Background: an optimization exercise with open tools, aiming at small area, a short achievable clock period and few clock cycles per item. Do not read the settings as production practice.
Function was checked by simulation only, so behaviour that the tests miss may differ from the original.
Power figures rest on the tool's default switching activity, not on a simulated workload.

### design.v
package tfgc_pkg;
   localparam int MAX_CONTACTS_DEF = 4;
   localparam int COORD_BITS_DEF   = 12;
   localparam logic [2:0] OP_PRESS   = 3'd0;
   localparam logic [2:0] OP_MOVE    = 3'd1;
   localparam logic [2:0] OP_RELEASE = 3'd2;
   localparam logic [2:0] OP_TICK    = 3'd3;
   localparam logic [2:0] OP_QUERY   = 3'd4;
   localparam logic [1:0] GEST_NONE     = 2'd0;
   localparam logic [1:0] GEST_MOVE     = 2'd1;
   localparam logic [1:0] GEST_PINCH    = 2'd2;
   localparam logic [1:0] GEST_LONG_TAP = 2'd3;
   localparam logic [1:0] CSR_ACTIVE = 2'd0;
   localparam logic [1:0] CSR_GATE   = 2'd1;
   localparam logic [1:0] CSR_LONG   = 2'd2;
   localparam logic [2:0]  ACTIVE_RST = 3'd4;
   localparam logic [11:0] GATE_RST   = 12'd5;
   localparam logic [15:0] LONG_RST   = 16'd1500;
   localparam logic [15:0] HOLD_MAX   = 16'hFFFF;
   localparam logic signed [63:0] Q16_ONE  = 64'sd65536;
   localparam logic signed [63:0] Q16_HALF = 64'sd32768;
   localparam logic signed [31:0] SAT_MAX  = 32'sh7FFFFFFF;
   localparam logic signed [31:0] SAT_MIN  = 32'sh80000000;
   typedef enum logic [3:0] {
      ST_IDLE,
      ST_MV_WAIT,
      ST_TICK_RD,
      ST_TICK_WR,
      ST_Q_A,
      ST_Q_B,
      ST_Q_DEC,
      ST_LT_B,
      ST_MUL,
      ST_P_DEC,
      ST_SQRT,
      ST_DIV,
      ST_P_OUT,
      ST_FIN
   } state_type;
   function automatic logic signed [31:0] sat32(input logic signed [63:0] v);
      logic signed [31:0] r;
      if (v > 64'(SAT_MAX)) r = SAT_MAX;
      else if (v < 64'(SAT_MIN)) r = SAT_MIN;
      else r = v[31:0];
      sat32 = r;
   endfunction
endpackage
module two_finger_gesture_classifier_unit #(
   parameter int MAX_CONTACTS = tfgc_pkg::MAX_CONTACTS_DEF,
   parameter int COORD_BITS   = tfgc_pkg::COORD_BITS_DEF
) (
   input  logic               clock,
   input  logic               reset,
   input  logic               req_valid,
   output logic               req_stall,
   input  logic [2:0]         req_op,
   input  logic [1:0]         req_contact,
   input  logic [11:0]        req_pos_x,
   input  logic [11:0]        req_pos_y,
   output logic               rsp_valid,
   input  logic               rsp_stall,
   output logic [1:0]         rsp_gesture,
   output logic signed [31:0] rsp_value_x,
   output logic signed [31:0] rsp_value_y,
   output logic [2:0]         rsp_touch_count,
   input  logic               csr_write,
   input  logic [1:0]         csr_index,
   input  logic [15:0]        csr_wdata
);
   localparam int QD  = 20;
   localparam int QAW = 5;
   localparam int QEW = 6;
   localparam int K1  = 3;
   localparam int C1  = 4;
   localparam int K2  = 2;
   localparam int C2  = 4;
   localparam int KD  = 2;
   logic [2:0]        active_ff;
   logic [11:0]       gate_ff;
   logic [15:0]       long_ff;
   logic [3:0]        touched_ff;
   logic [3:0][11:0]  px_ff, py_ff;
   logic [3:0][12:0]  mx_ff, my_ff;
   logic [3:0][15:0]  hold_ff;
   logic [2:0]        n_slots;
   logic              in_range, accept;
   logic              is_press, is_move, is_rel, is_tick, is_query;
   logic              cfg_clear, st_change;
   logic [1:0]        pq_a, pq_b;
   logic              pq_have2, pq_dneg, pq_valid;
   logic [QEW-1:0]    q_mem [0:QD-1];
   logic [QAW-1:0]    q_wp, q_rp;
   logic [QAW:0]      q_cnt;
   logic [QEW-1:0]    q_new, q_head;
   logic              q_full, q_pop;
   logic              j_valid, j_ph;
   logic [24:0]       j_len2;
   logic [3:0]        j_sh;
   logic [11:0]       j_ax, j_ay, j_bx, j_by;
   logic [13:0]       j_sx, j_sy;
   logic              j_bp;
   logic              load_ok, head_ok;
   logic [31:0]       o_vx, o_vy;
   assign rsp_valid       = head_ok;
   assign rsp_gesture     = (q_head[2:0] == 3'd0) ? tfgc_pkg::GEST_NONE :
                            (q_head[2:0] == 3'd1) ? tfgc_pkg::GEST_MOVE :
                            (q_head[2:0] == 3'd2) ? tfgc_pkg::GEST_LONG_TAP :
                                                    tfgc_pkg::GEST_PINCH;
   assign rsp_value_x     = o_vx;
   assign rsp_value_y     = o_vy;
   assign rsp_touch_count = q_head[5:3];
   logic              f_valid, f_stall;
   logic [2:0]        f_op;
   logic [1:0]        f_c;
   logic [11:0]       f_x, f_y;
   always_ff @(posedge clock) begin
      if (reset) begin
         f_valid <= 1'b0;
      end else if (req_valid && !req_stall) begin
         f_valid <= 1'b1;
      end else if (accept) begin
         f_valid <= 1'b0;
      end
   end
   always_ff @(posedge clock) begin
      if (req_valid && !req_stall) begin
         f_op <= req_op;
         f_c  <= req_contact;
         f_x  <= req_pos_x;
         f_y  <= req_pos_y;
      end
   end
   assign n_slots   = (active_ff > 3'd4) ? 3'd4 : active_ff;
   assign in_range  = {1'b0, f_c} < n_slots;
   assign is_press  = (f_op == tfgc_pkg::OP_PRESS);
   assign is_move   = (f_op == tfgc_pkg::OP_MOVE);
   assign is_rel    = (f_op == tfgc_pkg::OP_RELEASE);
   assign is_tick   = (f_op == tfgc_pkg::OP_TICK);
   assign is_query  = (f_op == tfgc_pkg::OP_QUERY);
   assign q_full    = (q_cnt == (QAW+1)'(QD));
   assign f_stall   = q_full || (is_query && (!pq_valid || j_valid));
   assign req_stall = f_valid && f_stall;
   assign accept    = f_valid && !f_stall;
   assign cfg_clear = csr_write && (csr_index == tfgc_pkg::CSR_ACTIVE) &&
                      (csr_wdata[2:0] != active_ff);
   assign st_change = (accept && in_range && (is_press || is_move || is_rel)) || cfg_clear;
   always_ff @(posedge clock) begin
      if (reset) begin
         active_ff <= tfgc_pkg::ACTIVE_RST;
         gate_ff   <= tfgc_pkg::GATE_RST;
         long_ff   <= tfgc_pkg::LONG_RST;
      end else if (csr_write) begin
         case (csr_index)
            tfgc_pkg::CSR_ACTIVE: active_ff <= csr_wdata[2:0];
            tfgc_pkg::CSR_GATE:   gate_ff   <= csr_wdata[11:0];
            tfgc_pkg::CSR_LONG:   long_ff   <= csr_wdata;
            default: ;
         endcase
      end
   end
   logic signed [12:0] pr_ax, pr_ay, pr_bx, pr_by;
   logic [11:0]        pr_pxa, pr_pya, pr_pxb, pr_pyb;
   logic               pc_small;
   logic signed [14:0] pc_fdot;
   logic signed [26:0] sr_acc, sr_acc_n;
   logic [3:0]         sr_cnt;
   logic               sr_done;
   always_comb begin
      pc_small = (pr_ax[12:6] == {7{pr_ax[6]}}) && (pr_ay[12:6] == {7{pr_ay[6]}}) &&
                 (pr_bx[12:6] == {7{pr_bx[6]}}) && (pr_by[12:6] == {7{pr_by[6]}});
      pc_fdot = 15'(signed'(pr_ax[6:0]) * signed'(pr_bx[6:0])) +
                15'(signed'(pr_ay[6:0]) * signed'(pr_by[6:0]));
   end
   always_comb begin
      logic signed [26:0] ta, tb, base;
      logic               first;
      ta = pr_bx[sr_cnt] ? 27'(pr_ax) : 27'sd0;
      tb = pr_by[sr_cnt] ? 27'(pr_ay) : 27'sd0;
      first    = (sr_cnt == 4'd12);
      base     = first ? 27'sd0 : (sr_acc <<< 1);
      sr_acc_n = base + (ta ^ {27{first}}) + (tb ^ {27{first}}) + 27'(signed'({1'b0, first, 1'b0}));
   end
   always_ff @(posedge clock) begin
      if (reset || st_change) begin
         pq_valid <= 1'b0;
         sr_cnt   <= 4'd12;
         sr_done  <= 1'b0;
      end else if (!pq_valid) begin
         if (pc_small) begin
            pq_valid <= 1'b1;
            pq_dneg  <= pc_fdot[14];
         end else if (sr_done) begin
            pq_valid <= 1'b1;
            pq_dneg  <= sr_acc[26];
         end else begin
            sr_acc <= sr_acc_n;
            sr_cnt <= sr_cnt - 4'd1;
            if (sr_cnt == 4'd0) sr_done <= 1'b1;
         end
      end
   end
   logic               c_big;
   logic               c_touched;
   logic signed [12:0] c_dx, c_dy;
   always_comb begin
      logic signed [13:0] g;
      c_touched = touched_ff[f_c];
      c_dx = signed'({1'b0, f_x}) - signed'({1'b0, px_ff[f_c]});
      c_dy = signed'({1'b0, f_y}) - signed'({1'b0, py_ff[f_c]});
      g  = signed'({2'b00, gate_ff});
      c_big = (14'(c_dx) > g) || (14'(c_dx) < -g) || (14'(c_dy) > g) || (14'(c_dy) < -g);
   end
   logic [1:0]         qa, qb;
   logic [11:0]        pxa, pya, pxb, pyb, ppxa, ppya, ppxb, ppyb;
   logic signed [12:0] mxa, mya, mxb, myb;
   logic               ha, hb, lta, ltb;
   logic [11:0]        amxa, amya, amxb, amyb;
   logic [12:0]        sx, sy;
   logic signed [12:0] exp, eyp, exl, eyl;
   logic signed [13:0] smx, smy;
   logic [12:0]        spx, spy;
   always_comb begin
      qa  = pq_a;
      qb  = pq_b;
      pxa = pr_pxa;     pya = pr_pya;
      pxb = pr_pxb;     pyb = pr_pyb;
      mxa = pr_ax;      mya = pr_ay;
      mxb = pr_bx;      myb = pr_by;
      ha  = (mxa == '0) && (mya == '0);
      hb  = (mxb == '0) && (myb == '0);
      lta = hold_ff[qa] > long_ff;
      ltb = hold_ff[qb] > long_ff;
      amxa = mxa[12] ? 12'(-mxa) : mxa[11:0];
      amya = mya[12] ? 12'(-mya) : mya[11:0];
      amxb = mxb[12] ? 12'(-mxb) : mxb[11:0];
      amyb = myb[12] ? 12'(-myb) : myb[11:0];
      sx  = 13'(amxa) + 13'(amxb);
      sy  = 13'(amya) + 13'(amyb);
      ppxa = pxa - mxa[11:0];
      ppya = pya - mya[11:0];
      ppxb = pxb - mxb[11:0];
      ppyb = pyb - myb[11:0];
      exp = 13'(14'(pxb) - 14'(pxa) - 14'(mxb) + 14'(mxa));
      eyp = 13'(14'(pyb) - 14'(pya) - 14'(myb) + 14'(mya));
      exl = signed'({1'b0, pxb}) - signed'({1'b0, pxa});
      eyl = signed'({1'b0, pyb}) - signed'({1'b0, pya});
      smx = 14'(mxa) + 14'(mxb);
      smy = 14'(mya) + 14'(myb);
      spx = 13'(pxa) + 13'(pxb);
      spy = 13'(pya) + 13'(pyb);
   end
   logic [3:0]  touched_in;
   logic [2:0]  cnt_next;
   logic [2:0]  k_new;
   logic        clr_a, clr_b, job, bp;
   logic [13:0] bp_x, bp_y;
   always_comb begin
      touched_in = touched_ff;
      if (in_range) begin
         if (is_press || is_move) touched_in[f_c] = 1'b1;
         if (is_rel)              touched_in[f_c] = 1'b0;
      end
      cnt_next = 3'(touched_in[0]) + 3'(touched_in[1]) + 3'(touched_in[2]) +
                 3'(touched_in[3]);
      k_new  = 3'd0;
      bp_x   = '0;
      bp_y   = '0;
      bp     = 1'b0;
      clr_a  = 1'b0;
      clr_b  = 1'b0;
      job    = 1'b0;
      if (is_query && pq_have2) begin
         if (ha && hb) begin
            if (lta) begin
               clr_a = 1'b1;
               if (ltb) begin
                  clr_b  = 1'b1;
                  k_new  = 3'd2;
                  job    = 1'b1;
                  bp     = 1'b1;
                  bp_x   = {1'b0, spx};
                  bp_y   = {1'b0, spy};
               end
            end
         end else if (!ha && !hb && !pq_dneg) begin
            k_new  = 3'd1;
            job    = 1'b1;
            bp     = 1'b1;
            bp_x   = smx;
            bp_y   = smy;
         end else begin
            if (exp == '0 && eyp == '0) begin
               k_new = 3'd3;
            end else begin
               k_new = 3'd4;
               job   = 1'b1;
            end
         end
      end
      q_new = {cnt_next, k_new};
   end
   always_ff @(posedge clock) begin
      if (reset) begin
         touched_ff <= '0;
      end else begin
         if (accept) touched_ff <= touched_in;
         if (cfg_clear) touched_ff <= '0;
      end
   end
   logic [3:0]         wr_new_v, wr_mv_v;
   logic [3:0][12:0]   nmx, nmy;
   logic [3:0][11:0]   npx, npy;
   always_comb begin
      for (int i = 0; i < 4; i++) begin
         npx[i] = (wr_new_v[i] || wr_mv_v[i]) ? f_x : px_ff[i];
         npy[i] = (wr_new_v[i] || wr_mv_v[i]) ? f_y : py_ff[i];
         nmx[i] = wr_new_v[i] ? 13'd0 : wr_mv_v[i] ? c_dx : mx_ff[i];
         nmy[i] = wr_new_v[i] ? 13'd0 : wr_mv_v[i] ? c_dy : my_ff[i];
      end
   end
   always_ff @(posedge clock) begin
      logic [3:0]              tn;
      logic [1:0]              cnt, fa, fb;
      tn = accept ? touched_in : touched_ff;
      cnt = '0;
      fa  = '0;
      fb  = '0;
      for (int i = 0; i < 4; i++) begin
         if (tn[i]) begin
            if (cnt == 2'd0) fa = 2'(i);
            else if (cnt == 2'd1) fb = 2'(i);
            if (cnt != 2'd2) cnt = cnt + 2'd1;
         end
      end
      pq_a     <= fa;
      pq_b     <= fb;
      pq_have2 <= (cnt == 2'd2) && !reset && !cfg_clear;
      pr_ax    <= nmx[fa];
      pr_ay    <= nmy[fa];
      pr_bx    <= nmx[fb];
      pr_by    <= nmy[fb];
      pr_pxa   <= npx[fa];
      pr_pya   <= npy[fa];
      pr_pxb   <= npx[fb];
      pr_pyb   <= npy[fb];
   end
   for (genvar i = 0; i < 4; i++) begin : g_slot
      logic sel, wr_new, wr_mv, tk, clr;
      assign sel    = accept && in_range && (f_c == 2'(i));
      assign wr_new = sel && (is_press || (is_move && !touched_ff[i]));
      assign wr_mv  = sel && is_move && touched_ff[i];
      assign wr_new_v[i] = wr_new;
      assign wr_mv_v[i]  = wr_mv;
      assign tk     = accept && is_tick && touched_ff[i] && (hold_ff[i] != 16'hFFFF);
      assign clr    = accept && ((clr_a && qa == 2'(i)) || (clr_b && qb == 2'(i)));
      always_ff @(posedge clock) begin
         if (wr_new || wr_mv) begin
            px_ff[i] <= f_x;
            py_ff[i] <= f_y;
         end
         if (wr_new) begin
            mx_ff[i] <= '0;
            my_ff[i] <= '0;
         end else if (wr_mv) begin
            mx_ff[i] <= c_dx;
            my_ff[i] <= c_dy;
         end
         if (wr_new || (wr_mv && c_big) || clr) hold_ff[i] <= '0;
         else if (tk) hold_ff[i] <= hold_ff[i] + 16'd1;
      end
   end
   assign q_head = q_mem[q_rp];
   always_ff @(posedge clock) begin
      if (accept) q_mem[q_wp] <= q_new;
   end
   always_ff @(posedge clock) begin
      if (reset) begin
         q_wp  <= '0;
         q_rp  <= '0;
         q_cnt <= '0;
      end else begin
         if (accept) q_wp <= (q_wp == QAW'(QD - 1)) ? '0 : q_wp + QAW'(1);
         if (q_pop)  q_rp <= (q_rp == QAW'(QD - 1)) ? '0 : q_rp + QAW'(1);
         q_cnt <= q_cnt + (QAW+1)'(accept) - (QAW+1)'(q_pop);
      end
   end
   always_ff @(posedge clock) begin
      if (accept && job) begin
         j_ax <= exp[12] ? 12'(-exp) : exp[11:0];
         j_ay <= eyp[12] ? 12'(-eyp) : eyp[11:0];
         j_bx <= exl[12] ? 12'(-exl) : exl[11:0];
         j_by <= eyl[12] ? 12'(-eyl) : eyl[11:0];
         j_sx <= bp ? bp_x : 14'(sx);
         j_sy <= bp ? bp_y : 14'(sy);
         j_bp <= bp;
      end else if (j_valid && !j_ph) begin
         j_ax   <= j_bx;
         j_ay   <= j_by;
         j_len2 <= e_len2;
         j_sh   <= e_sh;
      end
   end
   logic [24:0] e_len2;
   logic [25:0] e_len2n;
   logic        e_neg;
   logic [3:0]  e_sh;
   logic        e_root1;
   logic [1:0]  e_rem1;
   always_comb begin
      logic [11:0] o;
      logic [3:0]  m;
      logic [25:0] dd, nl;
      nl = {1'b0, j_len2};
      dd = ({26{j_ph}} & ~nl) + {25'd0, j_ph};
      for (int i = 0; i < 12; i++) begin
         dd = dd + ((26'({j_ax >> (i + 1), 2'b01}) << (2 * i)) & {26{j_ax[i]}});
         dd = dd + ((26'({j_ay >> (i + 1), 2'b01}) << (2 * i)) & {26{j_ay[i]}});
      end
      e_len2 = dd[24:0];
      e_neg  = dd[25];
      o = j_ax | j_ay;
      m = '0;
      for (int i = 0; i < 12; i++) if (o[i]) m = 4'(i);
      e_sh    = 4'd11 - m;
      e_len2n = 26'(j_len2) << (2 * j_sh);
      e_root1 = |e_len2n[25:24];
      e_rem1  = e_len2n[25:24] - 2'(e_root1);
   end
   logic              s1_valid, s1_last, s1_take;
   logic [1:0]        s1_cnt;
   logic [23:0]       s1_rad;
   logic [13:0]       s1_rem, s1_rem_n;
   logic [12:0]       s1_root, s1_root_n;
   logic [13:0]       s1_sx, s1_sy;
   logic              s1_neg, s1_bp;
   logic [3:0]        s1_sh;
   always_comb begin
      logic [15:0] rem2, trial;
      logic [16:0] df;
      s1_rem_n  = s1_rem;
      s1_root_n = s1_root;
      for (int k = 0; k < K1; k++) begin
         rem2  = {s1_rem_n, s1_rad[23-2*k -: 2]};
         trial = {1'b0, s1_root_n, 2'b01};
         df    = {1'b0, rem2} - {1'b0, trial};
         if (!df[16]) begin
            s1_rem_n  = 14'(df);
            s1_root_n = {s1_root_n[11:0], 1'b1};
         end else begin
            s1_rem_n  = 14'(rem2);
            s1_root_n = {s1_root_n[11:0], 1'b0};
         end
      end
   end
   logic              s2_valid, s2_last, s2_take;
   logic [1:0]        s2_cnt;
   logic [22:0]       s2_rem, s2_rem_n;
   logic [20:0]       s2_root, s2_root_n;
   logic [13:0]       s2_sx, s2_sy;
   logic              s2_neg, s2_bp;
   logic [3:0]        s2_sh;
   logic [4:0]        h_wsh;
   logic [3:0]        h_cyc;
   always_comb begin
      logic [12:0] so;
      logic [3:0]  ms;
      logic [5:0]  n, nr;
      so = s2_sx[12:0] | s2_sy[12:0];
      ms = '0;
      for (int i = 0; i < 13; i++) if (so[i]) ms = 4'(i);
      n     = 6'(ms) + 6'd6 + 6'(s2_sh);
      h_cyc = 4'((n + 6'(KD - 1)) / 6'(KD));
      nr    = 6'(KD) * 6'(h_cyc);
      h_wsh = 5'(6'd18 - 6'(ms) - (nr - n));
   end
   always_comb begin
      logic [24:0] rem2, trial;
      logic [25:0] df;
      s2_rem_n  = s2_rem;
      s2_root_n = s2_root;
      for (int k = 0; k < K2; k++) begin
         rem2  = {s2_rem_n, 2'b00};
         trial = {2'b00, s2_root_n, 2'b01};
         df    = {1'b0, rem2} - {1'b0, trial};
         if (!df[25]) begin
            s2_rem_n  = 23'(df);
            s2_root_n = {s2_root_n[19:0], 1'b1};
         end else begin
            s2_rem_n  = 23'(rem2);
            s2_root_n = {s2_root_n[19:0], 1'b0};
         end
      end
   end
   logic [1:0]        d_busy, d_done;
   logic [1:0][20:0]  d_d;
   logic [1:0][20:0]  d_rx, d_ry;
   logic [1:0][28:0]  d_qx, d_qy;
   logic [1:0][3:0]   d_cnt;
   logic [1:0]        d_neg;
   logic              d_hturn, d_tturn;
   logic              d_take;
   logic [1:0]        d_rel;
   assign d_take  = s2_last && !d_busy[d_hturn];
   assign s2_take = !s2_valid || d_take;
   assign s1_last = s1_valid && (s1_cnt == 2'(C1 - 1));
   assign s2_last = s2_valid && (s2_cnt == 2'(C2 - 1));
   assign s1_take = !s1_valid || (s1_last && s2_take);
   always_ff @(posedge clock) begin
      if (reset) begin
         j_valid  <= 1'b0;
         j_ph     <= 1'b0;
         s1_valid <= 1'b0;
         s2_valid <= 1'b0;
      end else begin
         if (accept && job) begin
            j_valid <= 1'b1;
            j_ph    <= bp;
         end else if (j_valid && !j_ph) begin
            j_ph    <= 1'b1;
         end else if (j_ph && s1_take) begin
            j_valid <= 1'b0;
            j_ph    <= 1'b0;
         end
         if (s1_take)       s1_valid <= j_ph;
         if (s2_take)       s2_valid <= s1_last;
      end
   end
   always_ff @(posedge clock) begin
      if (s1_take) begin
         s1_cnt  <= j_bp ? 2'(C1 - 1) : 2'd0;
         s1_bp   <= j_bp;
         s1_rad  <= e_len2n[23:0];
         s1_rem  <= 14'(e_rem1);
         s1_root <= 13'(e_root1);
         s1_sx   <= j_sx;
         s1_sy   <= j_sy;
         s1_neg  <= e_neg;
         s1_sh   <= j_sh;
      end else if (s1_valid && !s1_last) begin
         s1_cnt  <= s1_cnt + 2'd1;
         s1_rad  <= {s1_rad[23-2*K1:0], (2*K1)'(0)};
         s1_rem  <= s1_rem_n;
         s1_root <= s1_root_n;
      end
      if (s2_take) begin
         s2_cnt  <= s1_bp ? 2'(C2 - 1) : 2'd0;
         s2_bp   <= s1_bp;
         s2_rem  <= 23'(s1_rem_n);
         s2_root <= 21'(s1_root_n);
         s2_sx   <= s1_sx;
         s2_sy   <= s1_sy;
         s2_neg  <= s1_neg;
         s2_sh   <= s1_sh;
      end else if (s2_valid && !s2_last) begin
         s2_cnt  <= s2_cnt + 2'd1;
         s2_rem  <= s2_rem_n;
         s2_root <= s2_root_n;
      end
   end
   for (genvar u = 0; u < 2; u++) begin : g_div
      logic        ld;
      logic [20:0] rx, ry;
      logic [28:0] qx, qy;
      assign ld = d_take && (d_hturn == 1'(u));
      always_comb begin
         logic [21:0] t;
         logic [22:0] df;
         rx = d_rx[u];
         ry = d_ry[u];
         qx = d_qx[u];
         qy = d_qy[u];
         for (int k = 0; k < KD; k++) begin
            t  = {rx, 1'b0};
            df = {1'b0, t} - {2'b00, d_d[u]};
            if (!df[22]) begin rx = df[20:0]; qx = {qx[27:0], 1'b1}; end
            else         begin rx = t[20:0];  qx = {qx[27:0], 1'b0}; end
            t  = {ry, 1'b0};
            df = {1'b0, t} - {2'b00, d_d[u]};
            if (!df[22]) begin ry = df[20:0]; qy = {qy[27:0], 1'b1}; end
            else         begin ry = t[20:0];  qy = {qy[27:0], 1'b0}; end
         end
      end
      always_ff @(posedge clock) begin
         if (reset) begin
            d_busy[u] <= 1'b0;
            d_done[u] <= 1'b0;
         end else if (ld) begin
            d_busy[u] <= 1'b1;
            d_done[u] <= s2_bp;
         end else if (d_rel[u]) begin
            d_busy[u] <= 1'b0;
            d_done[u] <= 1'b0;
         end else if (d_busy[u] && !d_done[u] && d_cnt[u] == 4'd1) begin
            d_done[u] <= 1'b1;
         end
      end
      always_ff @(posedge clock) begin
         if (ld) begin
            d_d[u]   <= s2_root_n & ~((21'd1 << s2_sh) - 21'd1);
            d_rx[u]  <= 21'(32'(s2_sx) << h_wsh);
            d_ry[u]  <= 21'(32'(s2_sy) << h_wsh);
            d_qx[u]  <= s2_bp ? 29'(signed'(s2_sx)) : 29'd0;
            d_qy[u]  <= s2_bp ? 29'(signed'(s2_sy)) : 29'd0;
            d_cnt[u] <= h_cyc;
            d_neg[u] <= s2_neg;
         end else if (d_busy[u] && !d_done[u]) begin
            d_rx[u]  <= rx;
            d_ry[u]  <= ry;
            d_qx[u]  <= qx;
            d_qy[u]  <= qy;
            d_cnt[u] <= d_cnt[u] - 4'd1;
         end
      end
   end
   always_ff @(posedge clock) begin
      if (reset) begin
         d_hturn <= 1'b0;
         d_tturn <= 1'b0;
      end else begin
         if (d_take) d_hturn <= !d_hturn;
         if (q_pop && h_eng) d_tturn <= !d_tturn;
      end
   end
   logic h_eng;
   always_comb begin
      logic signed [13:0] hx, hy;
      logic [28:0]        eqx, eqy;
      logic               eneg;
      h_eng   = (q_head[2:0] == 3'd1) || (q_head[2:0] == 3'd2) || (q_head[2:0] == 3'd4);
      load_ok = !rsp_stall;
      head_ok = (q_cnt != '0) && (!h_eng || d_done[d_tturn]);
      q_pop   = load_ok && head_ok;
      d_rel   = '0;
      d_rel[d_tturn] = q_pop && h_eng;
      eqx  = d_qx[d_tturn];
      eqy  = d_qy[d_tturn];
      eneg = d_neg[d_tturn];
      hx   = eqx[13:0];
      hy   = eqy[13:0];
      case (q_head[2:0])
         3'd1, 3'd2: begin
            o_vx = {{3{hx[13]}}, hx, 15'd0};
            o_vy = {{3{hy[13]}}, hy, 15'd0};
         end
         3'd3: begin
            o_vx = 32'h7FFFFFFF;
            o_vy = 32'h7FFFFFFF;
         end
         3'd4: begin
            o_vx = 32'd65536 + (32'(eqx) ^ {32{eneg}}) + {31'd0, eneg};
            o_vy = 32'd65536 + (32'(eqy) ^ {32{eneg}}) + {31'd0, eneg};
         end
         default: begin
            o_vx = '0;
            o_vy = '0;
         end
      endcase
   end
endmodule
### run.sh
#!/bin/bash
# synth_recipe.tcl (not shown) runs the flow's synth.tcl, then flattens the netlist and writes it again
# the make line also repeats each setting of config.mk as NAME=value (left out here)
make -C /OpenROAD-flow-scripts/flow DESIGN_CONFIG=/design/flow/config.mk WORK_HOME=/design/flow/orfs CLKGATE_MAP_FILE= SYNTH_SCRIPT=/design/flow/synth_recipe.tcl finish
### config.mk
export PLATFORM = sky130hd
export DESIGN_NAME = two_finger_gesture_classifier_unit
export DESIGN_NICKNAME = two_finger_gesture_classifier_unit
export VERILOG_FILES = /design/flow/design.v
export SDC_FILE = /design/flow/constraint.sdc
export NUM_CORES = 4
export LEC_CHECK = 0
export ABC_AREA = 1
export CAP_MARGIN = 20
export CORE_MARGIN = 2
export CORE_UTILIZATION = 65
export PLACE_DENSITY = 0.75
export SETUP_SLACK_MARGIN = 5
export SLEW_MARGIN = 20
### constraint.sdc
create_clock -name core_clock -period 11.0 [get_ports {clock}]
set_input_delay 2.2000 -clock core_clock [delete_from_list [all_inputs] [get_ports {clock}]]
set_output_delay 2.2000 -clock core_clock [all_outputs]
set_load 0.01 [all_outputs]
==> summary.txt, run 1 <==
Status
  – Outcome: timing/DRC/antenna clean

Placed design
  – Final Wtd Congestion: 1.012
  – DP HPWL: between 200 and 250 mm
  – Port buffer count: ~120

Critical path
  – Worst Reg2Reg Path Length in Cells: between 40 and 50
  – CP startpoint kind: flop
  – Crit. End Element: output port
  – Worst-path fanout max: 14
  – Worst path arrival time: 3.95 ns
  – Reg2Reg Setup Slack: approximately 4.9 ns
  – Critical path class: reg2out
  – Worst EP required: around 8.8 ns
  – R2r endpoint: d_rx[4]$_DFFE_PP_
  – Reg2reg start: d_d[6]$_DFFE_PP_

Cells and area
  – Layout cells sized above 1: 10.38%
  – Area grow syn2layout: 14.14%
  – Area occupied by multi-input gates: 53,380 um^2
  – Nets: approximately 13,000
  – Layout Utilization: 74.85%
  – FF+latch area: 29,630 um^2
  – # diodes: 0
  – Fillers: between 10,000 and 15,000

Timing
  – Worst clock skew: 0.05586 ns
  – Fin Hold WS: just over 0.4 ns
  – Worst Tran Pin Value: 1.195 ns
  – Slew Viols, Final: 0
  – Fin crit share: between 50% and 60%
  – Final setup vio count: 0
  – RSZ-0062 raised after global routing: yes
  – Fmax: 162.5 MHz
  – Tmin final: a little over 6 ns
  – Worst relative slew slack: 19.49%
  – Setup TNS: 0 ns
  – Fin. Hold Viols: 0

CTS
  – CTS tree: done
  – Inserted Clock Buffers: 130
  – Clock Latency Late Sink: 0.82 ns
  – # hold bufs at CTS: 0
  – Worst-path clk slew: 0.06 ns
  – Clock root buffer: clkbuf_16
  – CTS sink count: 1,144
  – Longest Clk Path Bufs: 3
  – H-tree Lvls: 4

Run
  – Max cap viols: 0

GRT
  – Initial antenna violation count: 1
  – Largest net degree at the start of global routing: 83
  – Vias in the first global route: 79,530
  – Global-route wire length before repair: 444.5 mm
  – GR Util All Layers: roughly two fifths
  – Remaining Overflow, GRT: 0

Synth
  – EDFF count, synth: 661
  – Post-synthesis sequential area ratio: 33.15%
  – #FFs+latches synth: 1,144
  – Fraction of registers with async set/reset: 0%
  – Synth Flop Type: edfxtp_1
  – Count of different cell masters after synthesis: 80
  – Total number of yosys warnings: 1
  – Gate Count Post-Synth: approximately 11,000
  – Mapped Nets: 12,460
  – Mapped Area: 89,060 um^2
  – Mean post-synth cell area: a little under 8 um^2

Route
  – Initial DRC count: between 9,000 and 10,000
  – Vias/cell: just over 6
  – WL/cell: 21.96 um
  – # DRC: 0
  – DR vias: 83,290
  – Routed wire length: roughly 300 mm
  – First-pass detailed-route iteration total: 7
  – Post-DRT Antenna Nets: 0

Die
  – Initial Utilization: between 60% and 70%
  – I/O pins: 123
  – Die Area: 140,000 um^2
  – Std cell rows: about 140
  – Chip height: 374.1 um
  – Core Footprint: about 140,000 um^2
  – Die W: between 300 and 400 um

Pwr
  – Pwr Total: 28.15 mW
  – Leakage: about 46 nW
  – Power density over the cells: 276.9 nW/um^2
  – Worst vdd ir: 1.062 mV

Hold path
  – Hold Crit Start: s1_sy[5]$_DFFE_PN_
  – Worst hold path type: reg2reg
  – Worst Hold Path EP: s2_sy[5]$_DFFE_PN_
  – Hold Crit Depth: 0
-- stage by stage --
stage          std cells  worst slack, ns  instance area [um^2]
4_1_cts            13340            4.791                 98620
3_5_place_dp       12920            3.494                 91410
2_1_floorplan      11360            5.119                 89060
5_1_grt            13500            4.684                101700
3_3_place_gp       12920            3.743                 91410
6_report           13500            4.848                101700
-- cell families after synthesis --
family | count (synthesis) | share of synthesized area (%)
compound gates | 2724 | 17.04
xor+xnor | 564 | 5.610
fa+ha+maj | 1047 | 17.53
buf+inv | 2186 | 9.439
flops | 1144 | 33.15
mux | 21 | 0.2360
simple gates | 3674 | 17.00
-- report_power, final --
group	total, mW	internal [mW]	switching [mW]
registers	5.71	5.21	0.509
logic	17.8	7.11	10.7
clock network	4.62	2.63	1.99
total	28.1	14.9	13.2
-- layer usage --
metal  vias up  global-route usage, %  share of wire (%)
li1      38200                      -                  -
met1     38930                  51.09                 37
met2      4987                  64.13                 45
met3      1169                  7.852                 10
met4         2                  25.27                7.3
met5         -                      0             0.0044
-- worst max-delay path by stage --
stage | from | end | slack, ns | cells past startpoint
after detailed placement | flop | rsp_value_x[18] | 3.49 | 12
after global placement | flop | rsp_value_x[18] | 3.74 | 12
final | d_tturn$_SDFFE_PP0P_ | rsp_value_y[29] | 4.85 | 24
after global routing | d_tturn$_SDFFE_PP0P_ | rsp_value_x[28] | 4.68 | 22
after CTS | d_tturn$_SDFFE_PP0P_ | rsp_value_y[24] | 4.79 | 19
after floorplan | pr_bx[0]$_DFF_P_ | j_bp$_DFFE_PN_ | 5.12 | 23
-- timing repair --
item,CTS,global route
gates cloned,24,13
buffers inserted,158,150
setup endpoints to repair,466,355
gates resized for setup,369,461
pin swaps,35,119
-- cells in the final DEF (no fill, tap or decap), drive strengths merged, types with 41 or more instances in the layout --
cell / n
a21oi: 831
a22oi: 60
a31oi: 49
buf: 398
clkbuf: 179
clkdlybuf4s50: 56
clkinv: 65
dfxtp: 483
dlygate4sd2: 41
edfxtp: 661
fa: 334
ha: 713
inv: 1744
nand2: 2232
nand3: 370
nand4: 64
nor2: 754
nor3: 138
o211ai: 53
o21ai: 1317
o21bai: 46
o221ai: 47
o22ai: 74
o31ai: 51
or2: 60
xnor2: 207
xor2: 357
-- cell usage after synthesis (74+ instances only) --
master | count | area share [%]
nand3_1 | 365 | 2.1
xnor2_1 | 203 | 2.0
inv_1 | 1723 | 7.3
o21ai_0 | 1230 | 6.9
edfxtp_1 | 661 | 22
nand2_1 | 2216 | 9.3
nor2_1 | 728 | 3.1
o22ai_1 | 74 | 0.52
xor2_1 | 355 | 3.5
fa_1 | 334 | 7.5
ha_1 | 713 | 10
dfxtp_1 | 483 | 11
o21ai_1 | 80 | 0.45
nor3_1 | 137 | 0.77
a21oi_1 | 828 | 4.7
clkbuf_1 | 329 | 1.4
-- flip-flops by register name, summed over array words and instances (netlist names), 16 cells and up, named ones only --
signal   cells
d_ry        42
py_ff       48
px_ff       48
q_mem      120
sr_acc      27
d_rx        42
j_len2      25
s1_rad      24
s2_root     21
d_qy        58
d_qx        58
hold_ff     64
d_d         42
long_ff     16
s2_rem      23
mx_ff       52
my_ff       52
-- worst max-delay path, cell delays in order (launching register included) --
cell      delay (ns)
dfxtp_4         0.47
buf_4           0.16
buf_12          0.17
nand2_1         0.08
o21a_4          0.15
nor2_4          0.13
nand2_1         0.07
nor2_2          0.14
nand2_2         0.10
nor2_4          0.10
nand2_2         0.08
nor2_4          0.13
nand2_2         0.09
o21ai_4         0.15
inv_2           0.06
nor2_4          0.13
nand2_4         0.08
nor2_4          0.09
inv_2           0.06
nor2_4          0.10
nand2_2         0.07
o21ai_2         0.16
o21ai_2         0.08
nand3b_4        0.14
clkbuf_2        0.13
-- layout make-up --
type                            count  share of cell area (%)
Multi-Input combinational cell   8035                   52.51
Inverter                         1767                   6.660
Timing Repair inverter             13                 0.08862
Sequential cell                  1144                   29.15
Timing Repair Buffer              522                   4.898
Clock buffer                      164                   3.486
Tap cell                         1781                   2.192
Clock inverter                     75                   1.019
Testbench counts, summed over its fixed seeds: cycles 6,674, items 6,484.
==> run 2: changes to the inputs <==
--- a/design.v
+++ b/design.v
@@ -188,3 +188,3 @@
       end else if (!pq_valid) begin
-         if (pc_small) begin
+         if (pc_small || !pq_have2) begin
             pq_valid <= 1'b1;
==> summary.txt, run 2 <==
Placed design
  – Final Wtd Congestion: 1.002
  – Post-placement cell count: 12,890
  – DP HPWL: 209.3 mm
  – Port buffer count: 122

Route
  – Vias/cell: 6.151
  – Routed wire length: 291.2 mm
  – Initial DRC count: 10,520
  – Post-DRT Antenna Nets: 0
  – First-pass detailed-route iteration total: 8
  – WL/cell: roughly 22 um
  – # DRC: 0
  – DR vias: 82,390

Die
  – Initial Utilization: between 60% and 70%
  – Die Area: roughly 140,000 um^2
  – Core Footprint: 135,800 um^2
  – Die W: 374.4 um
  – Std cell rows: 135
  – I/O pins: 123
  – Chip height: 374.4 um

Timing
  – Fin. Hold Viols: 0
  – Fmax: roughly 160 MHz
  – Worst clock skew: 0.03713 ns
  – Final setup vio count: 0
  – Fin Hold WS: just over 0.4 ns
  – Tmin final: about 6.3 ns
  – Worst Tran Pin Value: 1.113 ns
  – Fin crit share: between 50% and 60%
  – RSZ-0062 raised after global routing: yes
  – Slew Viols, Final: 0
  – Worst relative slew slack: 25.52%
  – Setup TNS: 0 ns

Synth
  – Fraction of registers with async set/reset: 0%
  – Post-synthesis compound-gate area fraction: between 15 and 20%
  – Gate Count Post-Synth: 11,350
  – Synth Area in XOR/XNOR: 5.602%
  – EDFF count, synth: ~660
  – Most instantiated cells after synthesis: 2,208 x nand2_1, 1,703 x inv_1, 1,127 x o21ai_0
  – Synthesized-area fraction occupied by adder cells: 17.51%
  – Post-synthesis sequential area ratio: approximately a third
  – #FFs+latches synth: ~1,100
  – Post-synthesis mux area share: less than 1%
  – Largest area contributor in the netlist: edfxtp_1
  – Post-synthesis simple-gate area fraction: 17.71%
  – Share of the synthesized area in the top cell type: 22.26%
  – Mean post-synth cell area: 7.856 um^2
  – Count of different cell masters after synthesis: 85
  – Mapped Nets: 12,450
  – Total number of yosys warnings: 1
  – Cell with the most instances after synthesis: nand2_1
  – Synth Flop Type: edfxtp_1
  – Top cells by area, synth: edfxtp_1 22%, dfxtp_1 11%, ha_1 10%
  – Combinational family with the most area after synthesis: simple AND/OR/NAND/NOR gates
  – Mapped Area: 89,150 um^2

Critical path
  – Worst path cell trace: buf_12 -> buf_16 -> o21ai_4 -> xnor2_2 -> ha_4 -> nand3_4 -> inv_4 -> nand2_4 -> nor2_4 -> nand4_1 -> nor2_2 -> nand2_2 -> nor2_2 -> nor2_2 -> nor2_2 -> inv_2 -> nor2_4 -> nand3_4 -> nand2_2 -> nand2_2 -> o21ai_2 -> buf_2
  – Crit. End Element: output port
  – Slowest Stage Delay on Critical Path: just over 0.4 ns
  – Slowest library cell on the worst path: dfxtp_4
  – Worst EP required: 8.80 ns
  – Worst Reg2Reg Path Length in Cells: 23
  – Most frequent CP cell: nor2_2
  – R2r endpoint: hold_ff[57]$_SDFFE_PP0P_
  – Worst path arrival time: 4.05 ns
  – Critical path class: reg2out
  – Worst-path fanout max: 8
  – Reg2Reg Setup Slack: 5.11 ns
  – CP startpoint kind: flop
  – Reg2reg start: f_c[0]$_DFFE_PP_

Cells and area
  – Nets: 12,600
  – Register with the most flip-flops: q_mem
  – Fillers: 10,180
  – Max reg flops: 120
  – Layout Utilization: 73.71%
  – Biggest regs: q_mem: 120 flops, hold_ff: 64 flops
  – Area occupied by multi-input gates: 52,960 um^2
  – Area grow syn2layout: 12.28%
  – Commonest cells after routing, fill and taps aside: 2,174 x nand2_1, 1,675 x inv_1, 1,067 x o21ai_0, 771 x a21oi_1, 706 x nor2_1
  – Commonest non-fill, non-tap cell in the layout: nand2_1
  – Final std cells w/o fill: 13,400
  – FF+latch area: 29,590 um^2
  – Layout cells sized above 1: a little under a tenth

GRT
  – Remaining Overflow, GRT: 0
  – Vias in the first global route: 77,990
  – Global-route wire length before repair: 436.9 mm
  – Initial antenna violation count: 9
  – Largest net degree at the start of global routing: 101
  – GR Util All Layers: between 30% and 40%

Pwr
  – Clk pwr share: 16.2%
  – Seq pwr share: about a fifth
  – Worst vdd ir: between 1 and 1.5 mV
  – Comb pwr share: 63.1%
  – Internal Power: 14.29 mW
  – Leakage: between 40 and 50 nW
  – Sw Share: 47.64%
  – Psw: between 10 and 15 mW
  – Power density over the cells: about 270 nW/um^2

CTS
  – H-tree Lvls: 3
  – Clock root buffer: clkbuf_16
  – Clock Latency Late Sink: 0.80 ns
  – Worst-path clk slew: 0.07 ns
  – Longest Clk Path Bufs: 3
  – CTS tree: done
  – Inserted Clock Buffers: 120
  – CTS sink count: 1,144

Hold path
  – Hold Crit Start: s1_sx[0]$_DFFE_PN_
  – Worst hold path type: reg2reg
  – Hold Crit Depth: 0
  – Worst Hold Path EP: s2_sx[0]$_DFFE_PN_

Run
  – Max cap viols: 0

Status
  – Outcome: timing/DRC/antenna clean
==> run 2: worst max-delay path by stage <==
| stage | startpoint | cells after the start | slack (ns) | endpoint |
|---|---|---|---|---|
| CTS | d_tturn$_SDFFE_PP0P_ | 22 | 4.79 | rsp_value_y[25] |
| detailed placement | flop | 12 | 3.78 | rsp_value_x[14] |
| finish | d_tturn$_SDFFE_PP0P_ | 22 | 4.75 | rsp_value_y[28] |
| floorplan | j_ph$_SDFFE_PP0P_ | 26 | 5.15 | j_len2[24]$_DFFE_PP_ |
| global route | d_tturn$_SDFFE_PP0P_ | 22 | 4.60 | rsp_value_y[30] |
| global placement | flop | 12 | 4.00 | rsp_value_x[14] |
==> run 2: per-layer routing <==
layer / wire (um) / GRT usage, % / share of wire, % / up-vias
met5: 62 / 0 / 0.021 / -
met4: 21030 / 24.37 / 7.2 / 10
met3: 27020 / 6.008 / 9.3 / 1086
met2: 132700 / 64.12 / 46 / 4735
met1: 110400 / 50.07 / 38 / 38630
li1: - / - / - / 37930
==> run 2: area by class of cell <==
type / instances / area share (%)
Inverter: 1759 / 6.784
Tap cell: 1781 / 2.226
Multi-Input combinational cell: 8032 / 52.91
Clock buffer: 164 / 3.487
Timing Repair inverter: 9 / 0.06500
Timing Repair Buffer: 436 / 4.137
Antenna cell: 4 / 0.01000
Clock inverter: 66 / 0.8237
Sequential cell: 1144 / 29.56
==> run 2: cells by family after synthesis <==
| kind of cell | Yosys count |
|---|---|
| and+or+nand+nor | 3776 |
| xor gates and xnor gates | 566 |
| AOI/OAI and AO/OA | 2616 |
| DFF | 1144 |
| adders and majority gates | 1047 |
| buffers and inverters | 2180 |
| muxes | 20 |
==> run 2: power by group through the flow <==
stage | combinational, mW | clock, mW | sequential, mW
floorplan | 11.5 | 0 | 5.35
global placement | 14.8 | 0 | 5.66
detailed placement | 15.3 | 0 | 5.67
CTS | 16.0 | 4.43 | 5.59
global route | 19.4 | 4.61 | 5.64
finish | 17.2 | 4.43 | 5.63
==> run 2: critical path: cells and delay by family, from the launching register on <==
kind,cells,cell delay [ns]
AO/OA/AOI/OAI,2,0.44
XOR/XNOR,1,0.19
adder cells (fa/ha/maj),1,0.20
buffers and inverters,5,0.63
flip-flops,1,0.41
AND/OR/NAND/NOR,13,1.36
==> run 2: timing repair <==
action / in CTS / in global routing
cloned: 18 / 12
gates resized for setup: 280 / 356
pin swaps: 27 / 71
hold buffers: 0 / 0
setup endpoints to repair: 254 / 343
setup buffers: 127 / 110
==> run 2: per-stage QoR <==
stage | power, mW | worst slack (ns) | cell area, um^2
3_3_place_gp | 20.41 | 4.001 | 91420
5_1_grt | 29.68 | 4.596 | 100100
4_1_cts | 26.07 | 4.785 | 97870
2_1_floorplan | 16.86 | 5.152 | 89150
3_5_place_dp | 20.97 | 3.775 | 91420
6_report | 27.30 | 4.748 | 100100
Testbench counts of run 2, summed over its fixed seeds: cycles 6,674, items 6,484.
==> run 3: changes to the inputs <==
--- a/config.mk
+++ b/config.mk
@@ -11,2 +11,4 @@
 export CORE_UTILIZATION = 65
+export CTS_BUF_LIST = sky130_fd_sc_hd__clkbuf_4 sky130_fd_sc_hd__clkbuf_8
+export CTS_CLUSTER_SIZE = 30
 export PLACE_DENSITY = 0.75
==> summary.txt, run 3 <==
Synth
  – Combinational family with the most area after synthesis: simple AND/OR/NAND/NOR gates
  – EDFF count, synth: ~660
  – Top cells by area, synth: edfxtp_1 22%, dfxtp_1 11%, ha_1 10%
  – Post-synthesis mux area share: 0.2245%
  – Fraction of registers with async set/reset: 0%
  – Post-synthesis sequential area ratio: 33.11%
  – Cell with the most instances after synthesis: nand2_1
  – Mapped Nets: 12,450
  – #FFs+latches synth: 1,144
  – Mean post-synth cell area: approximately 8 um^2
  – Share of the synthesized area in the top cell type: 22.26%
  – Synth Area in XOR/XNOR: 5.602%
  – Most instantiated cells after synthesis: 2,208 x nand2_1, 1,703 x inv_1, 1,127 x o21ai_0
  – Post-synthesis compound-gate area fraction: 16.44%
  – Largest area contributor in the netlist: edfxtp_1
  – Count of different cell masters after synthesis: 85
  – Total number of yosys warnings: 1
  – Post-synthesis simple-gate area fraction: 17.71%
  – Mapped Area: 89,150 um^2
  – Gate Count Post-Synth: 11,350
  – Synthesized-area fraction occupied by adder cells: 17.51%
  – Synth Flop Type: edfxtp_1

Timing
  – Fin. Hold Viols: 0
  – Final WS setup: approximately 4.5 ns
  – Setup TNS: 0 ns
  – Worst clock skew: slightly above 0.07 ns
  – Fmax: about 150 MHz
  – Worst Tran Pin Value: 1.137 ns
  – Worst relative slew slack: 23.93%
  – RSZ-0062 raised after global routing: yes
  – Fin crit share: 58.97%
  – Tmin final: 6.487 ns
  – Slew Viols, Final: 0
  – Fin Hold WS: 0.4049 ns
  – Final setup vio count: 0

Cells and area
  – FF+latch area: slightly below 30,000 um^2
  – Layout cells sized above 1: 10.04%
  – Biggest regs: q_mem: 120 flops, hold_ff: 64 flops
  – Area grow syn2layout: 11.84%
  – Register with the most flip-flops: q_mem
  – Max reg flops: 120
  – Commonest non-fill, non-tap cell in the layout: nand2_1
  – Nets: 12,650
  – Area occupied by multi-input gates: 52,990 um^2
  – Final std cells w/o fill: 13,510
  – Commonest cells after routing, fill and taps aside: 2,180 x nand2_1, 1,678 x inv_1, 1,060 x o21ai_0, 768 x a21oi_1, 706 x nor2_1
  – Fillers: 10,400

CTS
  – Clock Latency Late Sink: 0.99 ns
  – CTS sink count: 1,144
  – Longest Clk Path Bufs: 3
  – H-tree Lvls: 4
  – Worst-path clk slew: 0.06 ns
  – Inserted Clock Buffers: 191
  – CTS tree: done
  – Clock root buffer: clkbuf_8

GRT
  – Met1 Use GR: around half
  – Largest net degree at the start of global routing: 101
  – Remaining Overflow, GRT: 0
  – GR Util All Layers: 39.47%
  – Met3 Use GR: around 6.7%
  – Met2 Usage GRT: around 63%
  – Vias in the first global route: about 78,000
  – Global-route wire length before repair: 434.1 mm
  – Initial antenna violation count: 8
  – Grt peak-use layer: met2

Die
  – Std cell rows: 135
  – Chip height: between 300 and 400 um
  – I/O pins: 123
  – Die Area: approximately 140,000 um^2
  – Initial Utilization: 65.65%
  – Core Footprint: 135,800 um^2
  – Die W: 374.4 um

Hold path
  – Worst hold path type: reg2reg

Placed design
  – Port buffer count: 122
  – DP HPWL: 209.3 mm
  – Pre-CTS setup slack: 3.775 ns
  – Final Wtd Congestion: 1.002
  – Post-placement cell count: 12,890

Route
  – # DRC: 0
  – WL/cell: ~21 um
  – Vias/cell: 6.106
  – Initial DRC count: 9,958
  – Routed wire length: 288.6 mm
  – First-pass detailed-route iteration total: 7
  – DR vias: 82,460
  – Post-DRT Antenna Nets: 0

Pwr
  – Worst vdd ir: 0.9387 mV
  – Leakage: 46.02 nW
  – Power density over the cells: 269.9 nW/um^2

Critical path
  – Critical path class: reg2out
  – Worst path arrival time: about 4.3 ns
  – Worst EP required: 8.80 ns
  – Worst-path fanout max: 7
  – Reg2Reg Setup Slack: 5.15 ns
  – Crit. End Element: output port
  – CP startpoint kind: flop

Run
  – Max cap viols: 0

Status
  – Outcome: timing/DRC/antenna clean
==> run 3: cell families after synthesis <==
logic type,Yosys count
mux,20
xor+xnor,566
buf+inv,2180
compound gates,2616
simple gates,3776
fa+ha+maj,1047
flops,1144
==> run 3: path summary, 6_finish.rpt <==
check,from,endpoint,depth (start not counted)
worst min-delay path,j_sy[9]$_DFFE_PN_,s1_sy[9]$_DFFE_PN_,0
worst min register to register,j_sy[9]$_DFFE_PN_,s1_sy[9]$_DFFE_PN_,0
worst max-delay path,d_tturn$_SDFFE_PP0P_,rsp_value_x[19],23
worst max register to register,s2_sy[1]$_DFFE_PN_,d_ry[8]$_DFFE_PP_,24
==> run 3: critical path, cell delays in order (launching register included) <==
cell	delay [ns]
dfxtp_4	0.36
buf_6	0.14
buf_12	0.13
buf_16	0.14
buf_4	0.14
o21ai_4	0.19
xor2_2	0.30
inv_1	0.09
nor2_1	0.13
inv_1	0.09
nor2_4	0.12
nand3_2	0.11
nor2_4	0.12
nand4_1	0.10
nand2_1	0.14
buf_4	0.12
buf_4	0.09
buf_4	0.09
buf_4	0.11
nand2_4	0.05
nor2_4	0.13
xor2_2	0.09
o21ai_1	0.19
buf_2	0.16
==> run 3: per-stage QoR <==
| step | instance area [um^2] | power, mW | utilization [%] |
|---|---|---|---|
| finish | 99710 | 26.91 | 73.42 |
| global route | 99700 | 29.32 | 73.42 |
| CTS | 97360 | 25.68 | 71.69 |
| detailed placement | 91420 | 20.97 | 67.32 |
| global placement | 91420 | 20.41 | 67.31 |
| floorplan | 89150 | 16.86 | - |
==> run 3: layout make-up <==
cell class	instances	area share, %
tap	1781	2.235
antenna	10	0.02510
inverter	1759	6.829
sequential	1144	29.67
timing repair inverter	7	0.04643
clock buffer	264	3.299
clock inverter	92	0.8545
timing repair buffer	418	3.899
multi-input combinational	8031	53.14
==> run 3: timing repair <==
item / in CTS / in global routing
setup endpoints to repair: 254 / 329
cloned: 15 / 8
pin swaps: 31 / 97
resized for setup: 306 / 388
hold endpoints to repair: 0 / 0
buffers inserted: 115 / 108
hold buffers: 0 / 0
==> run 3: report_power, final <==
part,internal [mW],switching (mW),leakage (nW)
clock network,2.21,1.91,2.19
registers,5.11,0.520,10.2
logic,6.61,10.5,33.6
total,13.9,13.0,46.0
==> run 3: per-layer routing <==
metal / routed length [um] / up-vias
li1: - / 38060
met1: 109300 / 38590
met2: 130500 / 4735
met3: 27450 / 1077
met4: 21300 / 4
met5: 25 / -
==> run 4: changes to the inputs <==
--- a/config.mk
+++ b/config.mk
@@ -10,6 +10,4 @@
 export CORE_MARGIN = 2
-export CORE_UTILIZATION = 65
-export CTS_BUF_LIST = sky130_fd_sc_hd__clkbuf_4 sky130_fd_sc_hd__clkbuf_8
-export CTS_CLUSTER_SIZE = 30
-export PLACE_DENSITY = 0.75
+export CORE_UTILIZATION = 72
+export PLACE_DENSITY = 0.82
 export SETUP_SLACK_MARGIN = 5
==> summary.txt, run 4 <==
Pwr
  – Comb pwr share: 64.2%
  – Seq pwr share: 20.2%
  – Worst vdd ir: 0.9398 mV
  – Power density over the cells: 281.3 nW/um^2
  – Internal Power: between 10 and 15 mW
  – Sw Share: approximately half
  – Psw: 13.67 mW
  – Clk pwr share: 15.6%
  – Leakage: about 46 nW

GRT
  – Largest net degree at the start of global routing: 90
  – GR Util All Layers: 46.56%
  – Global-route wire length before repair: 459.5 mm
  – Vias in the first global route: just over 80,000
  – Remaining Overflow, GRT: 0
  – Initial antenna violation count: 16

CTS
  – H-tree Lvls: 3
  – # hold bufs at CTS: 0
  – CTS tree: done
  – Clock root buffer: clkbuf_16
  – Worst-path clk slew: 0.07 ns
  – Longest Clk Path Bufs: 3
  – Clock Latency Late Sink: 0.78 ns
  – Inserted Clock Buffers: about 120
  – CTS sink count: 1,144

Timing
  – Slew Viols, Final: 2
  – Fin. Hold Viols: 0
  – Fin crit share: 56.06%
  – Worst clock skew: 0.05680 ns
  – RSZ-0062 raised after global routing: yes
  – Fmax: 162.2 MHz
  – Tmin final: between 6 and 7 ns
  – Worst Tran Pin Value: 1.581 ns
  – Setup TNS: 0 ns
  – Final setup vio count: 0
  – Worst relative slew slack: -6.519%
  – Fin Hold WS: 0.4202 ns

Route
  – Routed wire length: 315.2 mm
  – Initial DRC count: 13,410
  – Post-DRT Antenna Nets: 0
  – # DRC: 0
  – DR vias: between 80,000 and 90,000
  – WL/cell: between 20 and 25 um
  – Vias/cell: around 6.6
  – First-pass detailed-route iteration total: 17

Synth
  – Synth Flop Type: edfxtp_1
  – Post-synthesis sequential area ratio: 33.11%
  – #FFs+latches synth: 1,144
  – Share of the synthesized area in the top cell type: 22.26%
  – Total number of yosys warnings: 1
  – Mapped Nets: 12,450
  – Largest area contributor in the netlist: edfxtp_1
  – Mean post-synth cell area: between 7 and 8 um^2
  – Count of different cell masters after synthesis: 85
  – Mapped Area: 89,150 um^2
  – Fraction of registers with async set/reset: 0%
  – Top cells by area, synth: edfxtp_1 22%, dfxtp_1 11%, ha_1 10%
  – EDFF count, synth: 661
  – Cell with the most instances after synthesis: nand2_1
  – Gate Count Post-Synth: 11,350
  – Most instantiated cells after synthesis: 2,208 x nand2_1, 1,703 x inv_1, 1,127 x o21ai_0

Cells and area
  – Fillers: 7,867
  – Layout Utilization: 80.56%
  – Commonest non-fill, non-tap cell in the layout: nand2_1
  – Biggest regs: q_mem: 120 flops, hold_ff: 64 flops
  – Register with the most flip-flops: q_mem
  – Commonest cells after routing, fill and taps aside: 2,172 x nand2_1, 1,679 x inv_1, 1,063 x o21ai_0, 768 x a21oi_1, 713 x nor2_1
  – Area grow syn2layout: 11.43%
  – Nets: 12,590
  – FF+latch area: 29,590 um^2
  – Layout cells sized above 1: approximately 9%
  – Area occupied by multi-input gates: approximately 53,000 um^2
  – Max reg flops: 120

Critical path
  – Critical path class: reg2reg
  – Worst-path fanout max: 42
  – Worst EP required: 11.36 ns
  – Worst path arrival time: 6.52 ns
  – Crit. End Element: flop
  – CP startpoint kind: flop

Die
  – Std cell rows: around 130
  – Die Area: 126,700 um^2
  – Initial Utilization: 72.30%
  – Core Footprint: 123,300 um^2
  – Die W: around 360 um
  – I/O pins: 123
  – Chip height: about 360 um

Placed design
  – Final Wtd Congestion: 1.051
  – DP HPWL: 214.8 mm
  – Port buffer count: 122

Run
  – Max cap viols: 1

Status
  – Layout Check Fails: max-capacitance violations, max-slew violations
  – Outcome: complete, but fails checks

Hold path
  – Worst hold path type: reg2reg
run 4: changes by cell type in the layout (fill, tap and decap cells not counted), sizes merged, moves of 2 or more:
cell | before | now
clkinv | 84 | 48
dlymetal6s2s | 16 | 5
nand2 | 2235 | 2237
buf | 309 | 301
clkdlybuf4s50 | 56 | 86
clkinvlp | 22 | 28
clkbuf | 278 | 166
bufinv | 10 | 19
dlygate4sd2 | 16 | 7
bufbuf | 5 | 3
clkdlybuf4s15 | 2 | 5
diode | 10 | 12
run 4: layout make-up:
cell class	count	share of cell area, %
clock buffers	152	3.195
multi-input cells	8035	53.29
diodes	12	0.03023
inverters	1759	6.835
well taps	1637	2.062
clock inverters	68	0.9182
repair inverters	11	0.07557
repair buffers	421	3.813
flip-flops and latches	1144	29.79
run 4: cells by family after synthesis:
logic type,count (synthesis),share of synthesized area (%)
buffers and inverters,2180,9.410
XOR/XNOR,566,5.603
AND/OR/NAND/NOR,3776,17.71
adder cells (fa/ha/maj),1047,17.51
multiplexers,20,0.2245
AO/OA/AOI/OAI,2616,16.44
flip-flops,1144,33.11
run 4: metal layers:
layer  global-route usage, %  share of wire (%)  vias up
met1                   55.62                 33    39710
met4                   36.24                9.8       10
li1                        -                  -    37880
met3                   9.767                 13     2057
met5                       0              0.023        -
met2                   73.60                 44     7153
run 4: worst max-delay path, cell delays in order, from the launching register on:
cell     delay [ns]
dfxtp_2        0.47
inv_1          0.11
fa_1           0.54
inv_1          0.05
fa_1           0.47
inv_1          0.04
ha_1           0.20
fa_1           0.47
a21oi_1        0.17
o21ai_1        0.14
a21oi_1        0.27
o21ai_1        0.11
nand2_1        0.07
inv_1          0.05
o21ai_1        0.11
nand2_1        0.12
or2_1          0.27
nand2_2        0.24
nor3_2         0.08
nand4_1        0.23
nand2_1        0.14
buf_12         0.21
o21ai_0        1.21
run 4: power by group through the flow:
| stage | combinational [mW] | sequential [mW] | clock, mW |
|---|---|---|---|
| final | 17.9 | 5.65 | 4.36 |
| after global routing | 19.4 | 5.65 | 4.47 |
| after CTS | 16.3 | 5.59 | 4.29 |
| after detailed placement | 15.4 | 5.66 | 0 |
| after global placement | 14.5 | 5.64 | 0 |
| after floorplan | 11.5 | 5.35 | 0 |
run 4: per-stage QoR:
| stage | area, um^2 | total power [mW] | instances | setup slack, ns |
|---|---|---|---|---|
| final | 99340 | 27.94 | 13240 | 4.834 |
| after global routing | 99330 | 29.48 | 13240 | 4.667 |
| after CTS | 96930 | 26.22 | 13080 | 4.814 |
| after detailed placement | 91300 | 21.03 | 12760 | 3.729 |
| after global placement | 91290 | 20.15 | 12760 | 3.857 |
| after floorplan | 89150 | 16.86 | 11350 | 5.152 |
run 4: what timing repair did:
action                                 CTS  global route
resized for setup                      249           358
pin swaps                               22           103
endpoints found under the hold margin    0             0
cloned                                  15            16
buffers inserted                        86           131
setup endpoints to repair              300           347
run 4: path summary, 6_finish.rpt:
kind,start,to,slack [ns],cells past startpoint
worst max-delay path,pr_pxa[0]$_DFF_P_,j_ay[10]$_DFFE_PP_,4.83,22
worst min-delay path,s1_sx[0]$_DFFE_PN_,s2_sx[0]$_DFFE_PN_,0.42,0
worst max register to register,pr_pxa[0]$_DFF_P_,j_ay[10]$_DFFE_PP_,4.83,22
worst min register to register,s1_sx[0]$_DFFE_PN_,s2_sx[0]$_DFFE_PN_,0.42,0
==> run 5: changes to the inputs <==
--- a/config.mk
+++ b/config.mk
@@ -10,4 +10,4 @@
 export CORE_MARGIN = 2
-export CORE_UTILIZATION = 72
-export PLACE_DENSITY = 0.82
+export CORE_UTILIZATION = 78
+export PLACE_DENSITY = 0.88
 export SETUP_SLACK_MARGIN = 5
==> summary.txt, run 5 <==
Placed design
  – Post-placement cell count: between 10,000 and 15,000
  – Port buffer count: 122
  – DP HPWL: roughly 220 mm
  – Final Wtd Congestion: 1.092

Synth
  – Post-synthesis sequential area ratio: roughly 33%
  – Largest area contributor in the netlist: edfxtp_1
  – Mean post-synth cell area: 7.856 um^2
  – #FFs+latches synth: 1,144
  – Gate Count Post-Synth: ~11,000
  – Count of different cell masters after synthesis: 85
  – Most instantiated cells after synthesis: 2,208 x nand2_1, 1,703 x inv_1, 1,127 x o21ai_0
  – Synth Area in XOR/XNOR: 5.602%
  – Top cells by area, synth: edfxtp_1 22%, dfxtp_1 11%, ha_1 10%
  – Cell with the most instances after synthesis: nand2_1
  – Mapped Area: 89,150 um^2
  – EDFF count, synth: 661
  – Synth Flop Type: edfxtp_1
  – Share of the synthesized area in the top cell type: 22.26%
  – Synthesized-area fraction occupied by adder cells: around 18%
  – Fraction of registers with async set/reset: 0%
  – Post-synthesis mux area share: 0.2245%
  – Combinational family with the most area after synthesis: simple AND/OR/NAND/NOR gates
  – Post-synthesis simple-gate area fraction: 17.71%
  – Total number of yosys warnings: 1
  – Post-synthesis compound-gate area fraction: 16.44%
  – Mapped Nets: 12,450

Die
  – Chip height: 342.1 um
  – Initial Utilization: a little under 80%
  – I/O pins: ~120
  – Die W: 342.1 um
  – Std cell rows: 124

CTS
  – H-tree Lvls: 3
  – Longest Clk Path Bufs: 3
  – Clock root buffer: clkbuf_16
  – CTS sink count: roughly 1,100
  – # hold bufs at CTS: 0
  – Inserted Clock Buffers: 114

GRT
  – Largest net degree at the start of global routing: 93
  – Remaining Overflow, GRT: 586
  – GR Util All Layers: 77.69%

Status
  – Outcome: did not finish
  – Stopped at: 5_1_grt
  – Err: [ERROR GRT-0232] Routing congestion too high. Check the congestion heatmap in the GUI.

Timing
  – Worst EP post-GRT repair: rsp_value_y[29]
  – Worst EP kind: top-level output
==> run 5: cells by family after synthesis <==
logic type | Yosys count
muxes | 20
and+or+nand+nor | 3776
DFF | 1144
AOI/OAI and AO/OA | 2616
xor gates and xnor gates | 566
adders and majority gates | 1047
buffers and inverters | 2180
==> run 5: metrics by stage <==
step	cell area (um^2)	total power, mW	setup WS, ns
3_5_place_dp	91100	21.45	3.726
2_1_floorplan	89150	16.86	5.152
3_3_place_gp	91090	20.05	3.892
4_1_cts	97390	27.21	4.870
==> run 5: worst max-delay path by stage <==
stage / cells past startpoint / end
4_1_cts: 23 / rsp_value_x[26]
2_1_floorplan: 26 / j_len2[24]$_DFFE_PP_
3_5_place_dp: 25 / j_len2[24]$_DFFE_PP_
3_3_place_gp: 23 / rsp_value_y[30]
==> run 5: power by group through the flow <==
| stage | sequential [mW] | clock [mW] | combinational [mW] |
|---|---|---|---|
| CTS | 5.59 | 4.25 | 17.4 |
| detailed placement | 5.67 | 0 | 15.8 |
| global placement | 5.65 | 0 | 14.4 |
| floorplan | 5.35 | 0 | 11.5 |
==> run 5: routing by layer <==
layer | GRT usage (%) | overflow
met5 | 39.09 | 9
met4 | 74.83 | 203
met3 | 62.77 | 65
met2 | 93.59 | 270
met1 | 78.32 | 39
==> run 5: what timing repair did <==
action	4_1_cts
endpoints found under the setup margin	348
gates resized for setup	320
gates cloned	17
pin swaps	49
buffers inserted	136

-- re-timing with driven ports --
How much do the figures lean on ideal ports? The routed layouts below were timed once more, with nothing changed but the port constraints.
Step 1 assumes that a clkbuf_16 drives the clock port and a buf_2 every other input.
Step 2 adds t to the input delays and takes it off the output delays; t is the mean of the earliest and latest rising clock arrival at the registers after step 1. Input paths then give back, and output paths get back, about the clock's delay inside the block.
Slacks: no drivers / after step 1 / after step 2; pairs: no drivers / after step 1.
run | shift t [ns] | setup slack, ns | hold WS [ns] | worst setup path after step 2
run 1 | 0.879 | 4.848 / 4.760 / 4.943 | 0.406 / 0.406 / 0.406 | register to register
run 2 | 0.869 | 4.748 / 4.664 / 5.114 | 0.410 / 0.410 / 0.410 | register to register
run 3 | 1.030 | 4.513 / 4.429 / 5.150 | 0.405 / 0.405 / 0.405 | register to register
run 4 | 0.835 | 4.834 / 4.795 / 4.834 | 0.420 / 0.420 / 0.420 | register to register
